Context: an optimization exercise on an open-source flow, tuned for small area, a short achievable clock period and few clock cycles per item. The choices shown serve that exercise and are no tape-out recipe.
At most, simulation tests tie the RTL to the original design; equivalence was not proved.
Power is estimated from default activity; no workload was simulated.

TR:
## krnl_maxpool
module krnl_maxpool #(
  parameter int FIFO_DEPTH = 16    
) (
  input  logic                    ap_clk,
  input  logic                    areset,
  input  logic                    s_axi_control_awvalid,
  output logic                    s_axi_control_awready,
  input  maxpool_pkg::axil_addr_t s_axi_control_awaddr,
  input  logic                    s_axi_control_wvalid,
  output logic                    s_axi_control_wready,
  input  maxpool_pkg::axil_data_t s_axi_control_wdata,
  input  logic [3:0]              s_axi_control_wstrb,
  output logic                    s_axi_control_bvalid,
  input  logic                    s_axi_control_bready,
  output logic [1:0]              s_axi_control_bresp,
  input  logic                    s_axi_control_arvalid,
  output logic                    s_axi_control_arready,
  input  maxpool_pkg::axil_addr_t s_axi_control_araddr,
  output logic                    s_axi_control_rvalid,
  input  logic                    s_axi_control_rready,
  output maxpool_pkg::axil_data_t s_axi_control_rdata,
  output logic [1:0]              s_axi_control_rresp,
  output logic                    interrupt,
  input  logic                    in_tvalid,
  output logic                    in_tready,
  input  maxpool_pkg::elem_t      in_tdata,
  output logic                    out_tvalid,
  input  logic                    out_tready,
  output maxpool_pkg::elem_t      out_tdata
);
Size: ~1200 cells after synthesis, roughly 17000 um2 of cells after synthesis.
==> module maxpool_window, before the edit <==
module maxpool_window (
  input  logic                ap_clk,
  input  logic                areset,
  input  logic                job_start,
  input  maxpool_pkg::count_t job_windows,
  input  logic                in_tvalid,
  output logic                in_tready,
  input  maxpool_pkg::elem_t  in_tdata,
  output logic                pool_tvalid,
  input  logic                pool_tready,    
  input  logic                pool_room_nxt,  
  output maxpool_pkg::elem_t  pool_tdata,
  output logic                job_done
);
  logic [17:0]        rem;         
  logic [17:0]        rem_nxt;
  logic               in_hs;
  logic               first;       
  logic               last_win;    
  logic               last_job;    
  logic               more_nxt;    
  logic               first_nxt;   
  logic               done_win;    
  logic               fold;        
  logic               wr_en;       
  logic               res_nxt;
  logic               done_nxt;
  maxpool_pkg::elem_t last;        
  maxpool_pkg::elem_t prev;        
  logic               sel;         
  logic               gt_last;     
  logic               gt_prev;     
  maxpool_gt u_gt_last (.a(in_tdata), .b(last), .gt(gt_last));
  maxpool_gt u_gt_prev (.a(in_tdata), .b(prev), .gt(gt_prev));
  assign in_hs    = in_tvalid && in_tready;
  assign first    = (rem[1:0] == 2'd0);
  assign last_win = (rem[1:0] == 2'd1);
  assign last_job = (rem == 18'd1);
  assign job_done = (in_hs && last_job) || (job_start && job_windows == '0);
  assign pool_tdata = prev;
  assign wr_en      = pool_tvalid && pool_tready;
  assign fold       = done_win && (!pool_tvalid || pool_tready);
  assign res_nxt    = fold || (pool_tvalid && !pool_tready);
  assign done_nxt   = (in_hs && last_win) || (done_win && !fold);
  always_comb begin
    rem_nxt = rem;
    if (job_start) rem_nxt = {job_windows, 2'b00};
    else if (in_hs) rem_nxt = rem - 18'd1;
  end
  assign more_nxt  = job_start ? (job_windows != '0) : in_hs ? !last_job : (rem != '0);
  assign first_nxt = job_start || (in_hs ? last_win : first);
  always_ff @(posedge ap_clk) begin
    if (areset) begin
      rem         <= '0;
      done_win    <= 1'b0;
      pool_tvalid <= 1'b0;
      in_tready   <= 1'b0;
    end else begin
      rem         <= rem_nxt;
      done_win    <= done_nxt;
      pool_tvalid <= res_nxt;
      in_tready   <= more_nxt && !(res_nxt && !pool_room_nxt && (done_nxt || !first_nxt));
    end
  end
  always_ff @(posedge ap_clk) begin
    if (in_hs) last <= in_tdata;
    if (sel && (fold || (in_hs && !first))) prev <= last;
    if (in_hs) sel <= first || (sel ? gt_last : gt_prev);
  end
endmodule
==> flow/config.mk <==
export PLATFORM = sky130hd
export DESIGN_NAME = krnl_maxpool
export DESIGN_NICKNAME = krnl_maxpool
export VERILOG_FILES = /design/flow/design.v
export SDC_FILE = /design/flow/constraint.sdc
export NUM_CORES = 4
export LEC_CHECK = 0
export CAP_MARGIN = 20
export CORE_MARGIN = 2
export CORE_UTILIZATION = 40
export CTS_CLUSTER_DIAMETER = 100
export CTS_CLUSTER_SIZE = 28
export SETUP_SLACK_MARGIN = 1.5
export SLEW_MARGIN = 20
==> flow/constraint.sdc <==
create_clock -name core_clock -period 3.8 [get_ports {ap_clk}]
set_input_delay 0.7600 -clock core_clock [delete_from_list [all_inputs] [get_ports {ap_clk}]]
set_output_delay 0.7600 -clock core_clock [all_outputs]
set_load 0.01 [all_outputs]
standard.sh (not shown) runs the stock make flow with config.mk's settings and CLKGATE_MAP_FILE= SYNTH_SCRIPT=/design/flow/synth_recipe.tcl, a recipe that flattens the netlist after the stock synthesis.
==> flow/flow/run.sh <==
#!/bin/bash
# The standard layout, with the port buffers made from buf_4 cells instead of
# the default delay buffers. Make's full output goes to standard_flow.log.
set -euo pipefail
export BUFFER_PORTS_ARGS="-buffer_cell sky130_fd_sc_hd__buf_4"
bash standard.sh > standard_flow.log 2>&1
The final layout from TR, which completed every stage, passed the timing, design-rule and antenna checks at the end of the flow.
The inputs of JK differ from those of TR as listed below.
--- a/flow/design.v
+++ b/flow/design.v
@@ -186,8 +186,9 @@
   end
   always_ff @(posedge ap_clk) begin
     if (in_hs) last <= in_tdata;
-    if (sel && (fold || (in_hs && !first))) prev <= last;
+    if ((in_hs || fold) && sel) prev <= last;
     if (in_hs) sel <= first || (sel ? gt_last : gt_prev);
+    else if (fold) sel <= 1'b0;
   end
 endmodule
 module maxpool_gt (
==> results.txt <==
Looking at measured slew at the worst slew-check pin, JK sits above TR.
Between TR and JK, the difference in synthesized area is negligible.
Diff TR -> JK: post-route cell area picked up an extra 0.64%; worst-path maximum fanout lost 15; clock share of power picked up an extra 0.4 points.
| global-route usage | TR vs JK | ≈ equal |
Total wirelength of the detailed-routed design delta (JK -> TR): insignificant
Number of cells on the critical path: TR and JK compared, lower one is JK
| via count | TR vs JK | ≈ equal |
Function was not checked in any run of this note: the RTL went through the layout flow alone.

krnl_maxpool, a different RTL version from the one above (not shown whole).
Size in the first run: ~1,200 cells after synthesis, about 170 I/O pins, ~17,000 sq um of cells after synthesis.
==> module maxpool_window, before the edit <==
module maxpool_window (
  input  logic                ap_clk,
  input  logic                areset,
  input  logic                job_start,
  input  maxpool_pkg::count_t job_windows,
  input  logic                in_tvalid,
  output logic                in_tready,
  input  maxpool_pkg::elem_t  in_tdata,
  output logic                pool_tvalid,
  input  logic                pool_tready,    
  input  logic                pool_room_nxt,  
  output maxpool_pkg::elem_t  pool_tdata,
  output logic                job_done
);
  logic [17:0]        rem;         
  logic [17:0]        rem_nxt;
  logic               in_hs;
  logic               first;       
  logic               last_win;    
  logic               last_job;    
  logic               full_nxt;
  logic               hold_nxt;
  maxpool_pkg::elem_t last;        
  maxpool_pkg::elem_t prev;        
  logic               sel;         
  logic               gt_last;     
  logic               gt_prev;     
  maxpool_gt u_gt_last (.a(in_tdata), .b(last), .gt(gt_last));
  maxpool_gt u_gt_prev (.a(in_tdata), .b(prev), .gt(gt_prev));
  assign in_hs    = in_tvalid && in_tready;
  assign first    = (rem[1:0] == 2'd0);
  assign last_win = (rem[1:0] == 2'd1);
  assign last_job = (rem == 18'd1);
  assign job_done = (in_hs && last_job) || (job_start && job_windows == '0);
  assign pool_tdata = sel ? last : prev;
  always_comb begin
    rem_nxt = rem;
    if (job_start) rem_nxt = {job_windows, 2'b00};
    else if (in_hs) rem_nxt = rem - 18'd1;
  end
  assign full_nxt = (in_hs && last_win) || (pool_tvalid && !pool_tready);
  assign hold_nxt = full_nxt && !pool_room_nxt;
  always_ff @(posedge ap_clk) begin
    if (areset) begin
      rem         <= '0;
      pool_tvalid <= 1'b0;
      in_tready   <= 1'b0;
    end else begin
      rem         <= rem_nxt;
      pool_tvalid <= full_nxt;
      in_tready   <= (rem_nxt != '0) && !(rem_nxt[1:0] == 2'd0 && hold_nxt);
    end
  end
  always_ff @(posedge ap_clk) begin
    if (in_hs) begin
      last <= in_tdata;
      prev <= sel ? last : prev;
      sel  <= first || (sel ? gt_last : gt_prev);
    end
  end
endmodule
==> module maxpool_gt, before the edit <==
module maxpool_gt (
  input  maxpool_pkg::elem_t a,
  input  maxpool_pkg::elem_t b,
  output logic               gt
);
  logic [31:0] a_u, b_u;
  logic [31:0] g0, e0;
  logic [15:0] g1, e1;
  logic [7:0]  g2, e2;
  logic [3:0]  g3, e3;
  logic [1:0]  g4, e4;
  assign a_u = {~a[31], a[30:0]};
  assign b_u = {~b[31], b[30:0]};
  assign g0  = a_u & ~b_u;
  assign e0  = ~(a_u ^ b_u);
  for (genvar i = 0; i < 16; i++) begin : g_l1
    assign g1[i] = g0[2*i+1] | (e0[2*i+1] & g0[2*i]);
    assign e1[i] = e0[2*i+1] & e0[2*i];
  end
  for (genvar i = 0; i < 8; i++) begin : g_l2
    assign g2[i] = g1[2*i+1] | (e1[2*i+1] & g1[2*i]);
    assign e2[i] = e1[2*i+1] & e1[2*i];
  end
  for (genvar i = 0; i < 4; i++) begin : g_l3
    assign g3[i] = g2[2*i+1] | (e2[2*i+1] & g2[2*i]);
    assign e3[i] = e2[2*i+1] & e2[2*i];
  end
  for (genvar i = 0; i < 2; i++) begin : g_l4
    assign g4[i] = g3[2*i+1] | (e3[2*i+1] & g3[2*i]);
    assign e4[i] = e3[2*i+1] & e3[2*i];
  end
  assign gt = g4[1] | (e4[1] & g4[0]);
endmodule
export LEC_CHECK = 0
export CAP_MARGIN = 20
export CORE_MARGIN = 2
export CORE_UTILIZATION = 40
export SETUP_SLACK_MARGIN = 1.5
export SLEW_MARGIN = 20
create_clock -name core_clock -period 3.8 [get_ports {ap_clk}]
Scripts as last shown in full above: flow/flow/run.sh
Then changed:
--- a/flow/design.v
+++ b/flow/design.v
@@ -146,14 +146,14 @@
   logic               hold_nxt;
   maxpool_pkg::elem_t last;        
   maxpool_pkg::elem_t prev;        
   logic               sel;         
   logic               gt_last;     
   logic               gt_prev;     
-  maxpool_gt u_gt_last (.a(in_tdata), .b(last), .gt(gt_last));
-  maxpool_gt u_gt_prev (.a(in_tdata), .b(prev), .gt(gt_prev));
+  assign gt_last = $signed(in_tdata) > $signed(last);
+  assign gt_prev = $signed(in_tdata) > $signed(prev);
   assign in_hs    = in_tvalid && in_tready;
   assign first    = (rem[1:0] == 2'd0);
   assign last_win = (rem[1:0] == 2'd1);
   assign last_job = (rem == 18'd1);
   assign job_done = (in_hs && last_job) || (job_start && job_windows == '0);
   assign pool_tdata = sel ? last : prev;
@@ -180,45 +180,12 @@
       last <= in_tdata;
       prev <= sel ? last : prev;
       sel  <= first || (sel ? gt_last : gt_prev);
     end
   end
 endmodule
-module maxpool_gt (
-  input  maxpool_pkg::elem_t a,
-  input  maxpool_pkg::elem_t b,
-  output logic               gt
-);
-  logic [31:0] a_u, b_u;
-  logic [31:0] g0, e0;
-  logic [15:0] g1, e1;
-  logic [7:0]  g2, e2;
-  logic [3:0]  g3, e3;
-  logic [1:0]  g4, e4;
-  assign a_u = {~a[31], a[30:0]};
-  assign b_u = {~b[31], b[30:0]};
-  assign g0  = a_u & ~b_u;
-  assign e0  = ~(a_u ^ b_u);
-  for (genvar i = 0; i < 16; i++) begin : g_l1
-    assign g1[i] = g0[2*i+1] | (e0[2*i+1] & g0[2*i]);
-    assign e1[i] = e0[2*i+1] & e0[2*i];
-  end
-  for (genvar i = 0; i < 8; i++) begin : g_l2
-    assign g2[i] = g1[2*i+1] | (e1[2*i+1] & g1[2*i]);
-    assign e2[i] = e1[2*i+1] & e1[2*i];
-  end
-  for (genvar i = 0; i < 4; i++) begin : g_l3
-    assign g3[i] = g2[2*i+1] | (e2[2*i+1] & g2[2*i]);
-    assign e3[i] = e2[2*i+1] & e2[2*i];
-  end
-  for (genvar i = 0; i < 2; i++) begin : g_l4
-    assign g4[i] = g3[2*i+1] | (e3[2*i+1] & g3[2*i]);
-    assign e4[i] = e3[2*i+1] & e3[2*i];
-  end
-  assign gt = g4[1] | (e4[1] & g4[0]);
-endmodule
 `timescale 1ns/1ps
 module maxpool_out_fifo #(
   parameter int FIFO_DEPTH = 16
 ) (
   input  logic               ap_clk,
   input  logic               areset,
Outcome:
- synthesized area hardly moves
- routed wire length came out higher by 2.7%
- power hardly moves
- design area is higher by 1.2%
- core utilization rises by 0.72 points
- clock power stays flat
- setup slack degrades by 0.18 ns
- register-to-register slack is worse by 0.18 ns
- die area hardly moves
- non-clock buffer count increases by 5
- via count stays flat
No run of this note included a check of the RTL's function; only the layout flow was run.

== 11-22 ==
Another version of the RTL of krnl_maxpool (not shown whole).
For scale: about 620 flip-flops, about 170 I/O pins, about 18000 µm² of cells after synthesis.
==> module maxpool_window, before the edit <==
module maxpool_window (
  input  logic                ap_clk,
  input  logic                areset,
  input  logic                job_start,
  input  maxpool_pkg::count_t job_windows,
  input  logic                in_tvalid,
  output logic                in_tready,
  input  maxpool_pkg::elem_t  in_tdata,
  output logic                pool_tvalid,
  input  logic                pool_tready,    
  input  logic                pool_room_nxt,  
  output maxpool_pkg::elem_t  pool_tdata,
  output logic                job_done
);
  logic [17:0]        rem;         
  logic [17:0]        rem_nxt;
  logic               in_hs;
  logic               first;       
  logic               last_win;    
  logic               last_job;    
  logic               full_nxt;
  logic               hold_nxt;
  logic               more_nxt;    
  logic               first_nxt;   
  maxpool_pkg::elem_t last;        
  maxpool_pkg::elem_t prev;        
  logic               sel;         
  logic               last_first;  
  logic               last_gt_l;   
  logic               last_gt_p;   
  logic               sel_old;     
  logic               gt_last;     
  logic               gt_prev;     
  maxpool_gt u_gt_last (.a(in_tdata), .b(last), .gt(gt_last));
  maxpool_gt u_gt_prev (.a(in_tdata), .b(prev), .gt(gt_prev));
  assign in_hs    = in_tvalid && in_tready;
  assign first    = (rem[1:0] == 2'd0);
  assign last_win = (rem[1:0] == 2'd1);
  assign last_job = (rem == 18'd1);
  assign job_done = (in_hs && last_job) || (job_start && job_windows == '0);
  assign sel        = last_first || (sel_old ? last_gt_l : last_gt_p);
  assign pool_tdata = sel ? last : prev;
  always_comb begin
    rem_nxt = rem;
    if (job_start) rem_nxt = {job_windows, 2'b00};
    else if (in_hs) rem_nxt = rem - 18'd1;
  end
  assign more_nxt  = job_start ? (job_windows != '0) : in_hs ? !last_job : (rem != '0);
  assign first_nxt = job_start || (in_hs ? last_win : first);
  assign full_nxt = (in_hs && last_win) || (pool_tvalid && !pool_tready);
  assign hold_nxt = full_nxt && !pool_room_nxt;
  always_ff @(posedge ap_clk) begin
    if (areset) begin
      rem         <= '0;
      pool_tvalid <= 1'b0;
      in_tready   <= 1'b0;
    end else begin
      rem         <= rem_nxt;
      pool_tvalid <= full_nxt;
      in_tready   <= more_nxt && !(first_nxt && hold_nxt);
    end
  end
  always_ff @(posedge ap_clk) begin
    if (in_hs) begin
      last       <= in_tdata;
      prev       <= sel ? last : prev;
      sel_old    <= sel;
      last_first <= first;
      last_gt_l  <= gt_last;
      last_gt_p  <= gt_prev;
    end
  end
endmodule
clock: 3.8 ns
lec_check: 0
cap_margin: 20
core_margin: 2
core_utilization: 40
cts_cluster_diameter: 100
cts_cluster_size: 28
setup_slack_margin: 1.8
slew_margin: 20
==> flow/flow/run.sh <==
#!/bin/bash
# The standard layout, with the port buffers made from buf_2 cells instead of
# the default delay buffers. Make's full output goes to standard_flow.log.
set -euo pipefail
export BUFFER_PORTS_ARGS="-buffer_cell sky130_fd_sc_hd__buf_2"
bash standard.sh > standard_flow.log 2>&1
Testbench counts of 11-22, summed over its fixed seeds: cycles 8,364, items 2,035.
Setup changes, 11-22 to 06-08
-- flow/design.v --
<<< 11-22, line 141
  logic               last_win;    
  logic               last_job;    
  logic               full_nxt;
  logic               hold_nxt;
  logic               more_nxt;    
  logic               first_nxt;   
  maxpool_pkg::elem_t last;        
  maxpool_pkg::elem_t prev;        
>>> 06-08, line 141
  logic               last_win;    
  logic               last_job;    
  logic               more_nxt;    
  logic               first_nxt;   
  logic               done_win;    
  logic               fold;        
  logic               wr_en;       
  logic               res_nxt;
  logic               done_nxt;
  maxpool_pkg::elem_t last;        
  maxpool_pkg::elem_t prev;        
<<< 11-22, line 162
  assign job_done = (in_hs && last_job) || (job_start && job_windows == '0);
  assign sel        = last_first || (sel_old ? last_gt_l : last_gt_p);
  assign pool_tdata = sel ? last : prev;
  always_comb begin
    rem_nxt = rem;
>>> 06-08, line 165
  assign job_done = (in_hs && last_job) || (job_start && job_windows == '0);
  assign sel        = last_first || (sel_old ? last_gt_l : last_gt_p);
  assign pool_tdata = prev;
  assign wr_en      = pool_tvalid && pool_tready;
  assign fold       = done_win && (!pool_tvalid || pool_tready);
  assign res_nxt    = fold || (pool_tvalid && !pool_tready);
  assign done_nxt   = (in_hs && last_win) || (done_win && !fold);
  always_comb begin
    rem_nxt = rem;
<<< 11-22, line 170
  assign more_nxt  = job_start ? (job_windows != '0) : in_hs ? !last_job : (rem != '0);
  assign first_nxt = job_start || (in_hs ? last_win : first);
  assign full_nxt = (in_hs && last_win) || (pool_tvalid && !pool_tready);
  assign hold_nxt = full_nxt && !pool_room_nxt;
  always_ff @(posedge ap_clk) begin
    if (areset) begin
      rem         <= '0;
      pool_tvalid <= 1'b0;
      in_tready   <= 1'b0;
    end else begin
      rem         <= rem_nxt;
      pool_tvalid <= full_nxt;
      in_tready   <= more_nxt && !(first_nxt && hold_nxt);
    end
  end
  always_ff @(posedge ap_clk) begin
    if (in_hs) begin
      last       <= in_tdata;
      prev       <= sel ? last : prev;
      sel_old    <= sel;
      last_first <= first;
>>> 06-08, line 177
  assign more_nxt  = job_start ? (job_windows != '0) : in_hs ? !last_job : (rem != '0);
  assign first_nxt = job_start || (in_hs ? last_win : first);
  always_ff @(posedge ap_clk) begin
    if (areset) begin
      rem         <= '0;
      done_win    <= 1'b0;
      pool_tvalid <= 1'b0;
      in_tready   <= 1'b0;
    end else begin
      rem         <= rem_nxt;
      done_win    <= done_nxt;
      pool_tvalid <= res_nxt;
      in_tready   <= more_nxt && !(res_nxt && !pool_room_nxt && (done_nxt || !first_nxt));
    end
  end
  always_ff @(posedge ap_clk) begin
    if (in_hs) last <= in_tdata;
    if (sel && (fold || (in_hs && !first))) prev <= last;
    if (in_hs) begin
      sel_old    <= sel;
      last_first <= first;
Results
- Each of the runs, namely 06-08 and 11-22, reached the end of the flow and came out clean.
- 06-08 reports a lower power density over the cells than 11-22 does.
- 11-22 and 06-08 ended up with roughly the same flip-flop and latch count.
- From 11-22 to 06-08 the numbers moved as follows: combinational power shows a reduction of about 7%; wire length +about 2.3%.
- The maximum number of pins on one net before global-route repair in 06-08 was lower than what 11-22 gave.
- Routing usage on met3: 06-08 > 11-22
- Summary of 06-08 over 11-22: minimum clock period after layout higher; clock tree cell share of total cell area closely matched the old numbers; count of cell types in the netlist went up 11; via count -2.5%.
Testbench counts of 06-08, summed over its fixed seeds: cycles 8,372, items 2,035.

-- port drivers added, routing unchanged --
The flow's constraints put no driver on any port. The routed layouts listed below were extracted and timed again, unchanged, in two steps. Step 1 (the two cells are an assumption about what drives the block):
set clk [get_ports {ap_clk}]
set_driving_cell -lib_cell sky130_fd_sc_hd__clkbuf_16 $clk
set_driving_cell -lib_cell sky130_fd_sc_hd__buf_2 [delete_from_list [all_inputs] $clk]
Step 2, shift: input delay + t, output delay - t, t = (earliest + latest rising clock arrival at the registers) / 2. This alone moves slack from input paths to output paths. Slacks: ideal ports / drivers / drivers and shift; pairs: ideal ports / drivers.
run | t (ns) | setup WS [ns] | clock arrival spread, ns | worst register clock-pin slew, ns | worst slew at a driven data input, ns
TR | 0.623 | 1.591 / 1.591 / 1.191 | 0.031 / 0.031 | 0.11 / 0.11 | 0.06
JK | 0.625 | 1.461 / 1.461 / 1.000 | 0.023 / 0.023 | 0.12 / 0.12 | 0.08
the first run of note 2 | 0.653 | 1.532 / 1.532 / 1.121 | 0.040 / 0.041 | 0.07 / 0.07 | 0.08
the second run of note 2 | 0.643 | 1.355 / 1.355 / 0.851 | 0.033 / 0.033 | 0.06 / 0.06 | 0.09
11-22 | 0.634 | 1.861 / 1.809 / 1.412 | 0.026 / 0.026 | 0.11 / 0.11 | 0.09
06-08 | 0.632 | 1.857 / 1.816 / 1.330 | 0.033 / 0.032 | 0.12 / 0.12 | 0.11
After both steps every run listed still meets setup and hold. For 06-08, which loses most, drivers alone change the setup slack by -0.041 ns; drivers and shift together by -0.527 ns.
